This design comes from an exercise in tuning for small area, a short achievable clock period and few clock cycles per item on the open sky130 flow, not from production work. RTL that was checked went through simulation tests only; none was proved equivalent to the original.

## red
Design complex_mult_pipe, start of the top module:
module complex_mult_pipe
#(
  parameter int WL    = 16,
  parameter int ROUND = fft_pkg::ROUND_HALFUP,
  parameter int SAT   = fft_pkg::SAT_CLAMP
) (
  input  logic                 clk,
  input  logic                 rst,
  input  logic                 in_valid,
  output logic                 in_ready,
  input  logic signed [WL-1:0] a_r,
  input  logic signed [WL-1:0] a_i,
  input  logic signed [WL-1:0] b_r,
  input  logic signed [WL-1:0] b_i,
  input  logic                 conj_b,
  output logic                 out_valid,
  input  logic                 out_ready,
  output logic signed [WL-1:0] out_r,
  output logic signed [WL-1:0] out_i,
  output logic                 out_ovf
);
  logic       v1, vm, vt, rdy, nrdy, ins;
  logic [3:0] qv, qv_n;
  logic       v1_n, vm_n, vt_n;
  assign in_ready  = rdy;
  assign out_valid = qv[0];
  assign ins       = vt;
  assign v1_n = ~nrdy ? in_valid : v1;
  assign vm_n = ~nrdy & v1;
  assign vt_n = vm;
  logic [3:0] qv_keep, qv_take;
  logic       rdy_keep, rdy_take;
  always_comb begin
    qv_keep = ins ? {qv[2:0], 1'b1} : qv;
    qv_take = qv[0] ? (ins ? qv : {1'b0, qv[3:1]}) : qv_keep;
  end
  assign rdy_keep = ~v1_n | (({2'b00, qv_keep[0]} + {2'b00, qv_keep[1]} + {2'b00, qv_keep[2]}
                              + {2'b00, qv_keep[3]} + {2'b00, vm_n} + {2'b00, vt_n}) <= 3'd3);
  assign rdy_take = ~v1_n | (({2'b00, qv_take[0]} + {2'b00, qv_take[1]} + {2'b00, qv_take[2]}
                              + {2'b00, qv_take[3]} + {2'b00, vm_n} + {2'b00, vt_n}) <= 3'd3);
  assign qv_n = out_ready ? qv_take : qv_keep;
  always_ff @(posedge clk) begin
    if (rst) begin
      v1  <= 1'b0;
      vm  <= 1'b0;
      vt  <= 1'b0;
      qv  <= 4'd0;
      rdy  <= 1'b1;
      nrdy <= 1'b0;
    end else begin
      v1  <= v1_n;
      vm  <= vm_n;
      vt  <= vt_n;
      qv  <= qv_n;
      rdy  <= out_ready ? rdy_take : rdy_keep;
  ...
Size in the first run: ~3100 cells after synthesis, about 510 flip-flops, about 100 I/O pins.
export LEC_CHECK = 0
export CAP_MARGIN = 20
export CORE_MARGIN = 2
export CORE_UTILIZATION = 55
export SETUP_SLACK_MARGIN = 4.8
export SLEW_MARGIN = 20
export SYNTH_HIERARCHICAL = 1
export SYNTH_MINIMUM_KEEP_SIZE = 0
create_clock -name core_clock -period 8.0 [get_ports {clk}]
run.sh (not shown) runs the stock make flow with config.mk's settings and CLKGATE_MAP_FILE= SYNTH_SCRIPT=/design/flow/synth_recipe.tcl, a recipe that flattens the netlist after the stock synthesis.
red has completed all stages; timing, DRC and antenna checks passed.
Testbench counts of red, summed over its fixed seeds: cycles 4,128, items 4,096.
Setup changes, red to green
diff --git a/flow/design.v b/flow/design.v
--- a/flow/design.v
+++ b/flow/design.v
@@ -46,53 +46,51 @@
   input  logic signed [WL-1:0] b_r,
   input  logic signed [WL-1:0] b_i,
   input  logic                 conj_b,
   output logic                 out_valid,
   input  logic                 out_ready,
   output logic signed [WL-1:0] out_r,
   output logic signed [WL-1:0] out_i,
   output logic                 out_ovf
 );
-  logic       v1, vm, vt, rdy, nrdy, ins;
+  logic       v1, vm, vt, rdy, ins;
   logic [3:0] qv, qv_n;
   logic       v1_n, vm_n, vt_n;
   assign in_ready  = rdy;
   assign out_valid = qv[0];
   assign ins       = vt;
-  assign v1_n = ~nrdy ? in_valid : v1;
-  assign vm_n = ~nrdy & v1;
+  assign v1_n = rdy ? in_valid : v1;
+  assign vm_n = rdy & v1;
   assign vt_n = vm;
   logic [3:0] qv_keep, qv_take;
   logic       rdy_keep, rdy_take;
   always_comb begin
     qv_keep = ins ? {qv[2:0], 1'b1} : qv;
     qv_take = qv[0] ? (ins ? qv : {1'b0, qv[3:1]}) : qv_keep;
   end
   assign rdy_keep = ~v1_n | (({2'b00, qv_keep[0]} + {2'b00, qv_keep[1]} + {2'b00, qv_keep[2]}
                               + {2'b00, qv_keep[3]} + {2'b00, vm_n} + {2'b00, vt_n}) <= 3'd3);
   assign rdy_take = ~v1_n | (({2'b00, qv_take[0]} + {2'b00, qv_take[1]} + {2'b00, qv_take[2]}
                               + {2'b00, qv_take[3]} + {2'b00, vm_n} + {2'b00, vt_n}) <= 3'd3);
   assign qv_n = out_ready ? qv_take : qv_keep;
   always_ff @(posedge clk) begin
     if (rst) begin
       v1  <= 1'b0;
       vm  <= 1'b0;
       vt  <= 1'b0;
       qv  <= 4'd0;
-      rdy  <= 1'b1;
-      nrdy <= 1'b0;
+      rdy <= 1'b1;
     end else begin
       v1  <= v1_n;
       vm  <= vm_n;
       vt  <= vt_n;
       qv  <= qv_n;
-      rdy  <= out_ready ? rdy_take : rdy_keep;
-      nrdy <= out_ready ? ~rdy_take : ~rdy_keep;
+      rdy <= out_ready ? rdy_take : rdy_keep;
     end
   end
   logic [15:0] r_ar, r_ai;
   logic [7:0]  br_one, br_two, br_neg, bi_one, bi_two, bi_nre, bi_nim;
   logic [7:0]  e_br_one, e_br_two, e_br_neg, e_bi_one, e_bi_two, e_bi_nre, e_bi_nim;
   logic [16:0] x_br, x_bi;
   assign x_br = {b_r, 1'b0};
   assign x_bi = {b_i, 1'b0};
   always_comb begin
@@ -101,19 +99,19 @@
       e_br_two[k] = (x_br[2*k+2] & ~x_br[2*k+1] & ~x_br[2*k]) | (~x_br[2*k+2] & x_br[2*k+1] & x_br[2*k]);
       e_br_neg[k] = x_br[2*k+2];
       e_bi_one[k] = x_bi[2*k+1] ^ x_bi[2*k];
       e_bi_two[k] = (x_bi[2*k+2] & ~x_bi[2*k+1] & ~x_bi[2*k]) | (~x_bi[2*k+2] & x_bi[2*k+1] & x_bi[2*k]);
       e_bi_nre[k] = x_bi[2*k+2] ^ ~conj_b;
       e_bi_nim[k] = x_bi[2*k+2] ^ conj_b;
     end
   end
   always_ff @(posedge clk) begin
-    if (~nrdy) begin
+    if (rdy) begin
       r_ar   <= a_r;
       r_ai   <= a_i;
       br_one <= e_br_one;
       br_two <= e_br_two;
       br_neg <= e_br_neg;
       bi_one <= e_bi_one;
       bi_two <= e_bi_two;
       bi_nre <= e_bi_nre;
       bi_nim <= e_bi_nim;
Notes after the runs:
Summary of the comparison: relative area of non-clock buffer cells in the final design is lower in green, relative to red.
The setup slack of green is larger than that of red.
Source of the critical timing path: r_ai[14]$_DFFE_PN_ -> red, bi_one[3]$_DFFE_PP_ -> green
Per the comparison of green with red, die area now sits at about the same level; synthesized area now sits at about the same level; standard-cell row count now sits higher; share of the clock period used by the worst path now sits lower; final routed wirelength across all metal layers now sits lower.
The RTL of green was laid out without a check of its function.

## port drivers added, routing unchanged
The results above use ideal ports. As a check the final layouts listed here were re-extracted and re-timed, cells and wires unchanged.
Step 1: set_driving_cell puts a clkbuf_16 on clk and a buf_2 on each other input, an assumption about the parent block.
Step 2 moves the port delays by t, midway between the first and last clock arrival at a register: inputs arrive t later, outputs are due t later. That takes back most of the time a late clock gives input paths.
Slacks: ideal ports / drivers / drivers and shift; pairs: ideal ports / drivers.
run	t, ns	setup slack, ns	hold WS [ns]	worst slew at a driven data input, ns	pins driven straight from the clock port
red	0.698	4.783 / 4.783 / 4.260	0.520 / 0.520 / 0.520	0.09	1
green	0.680	4.814 / 4.814 / 4.480	0.534 / 0.534 / 0.534	0.06	1
After both steps setup and hold are still met in every run listed. For red, which loses most, drivers alone change the setup slack by 0.000 ns; drivers and shift together by -0.523 ns.
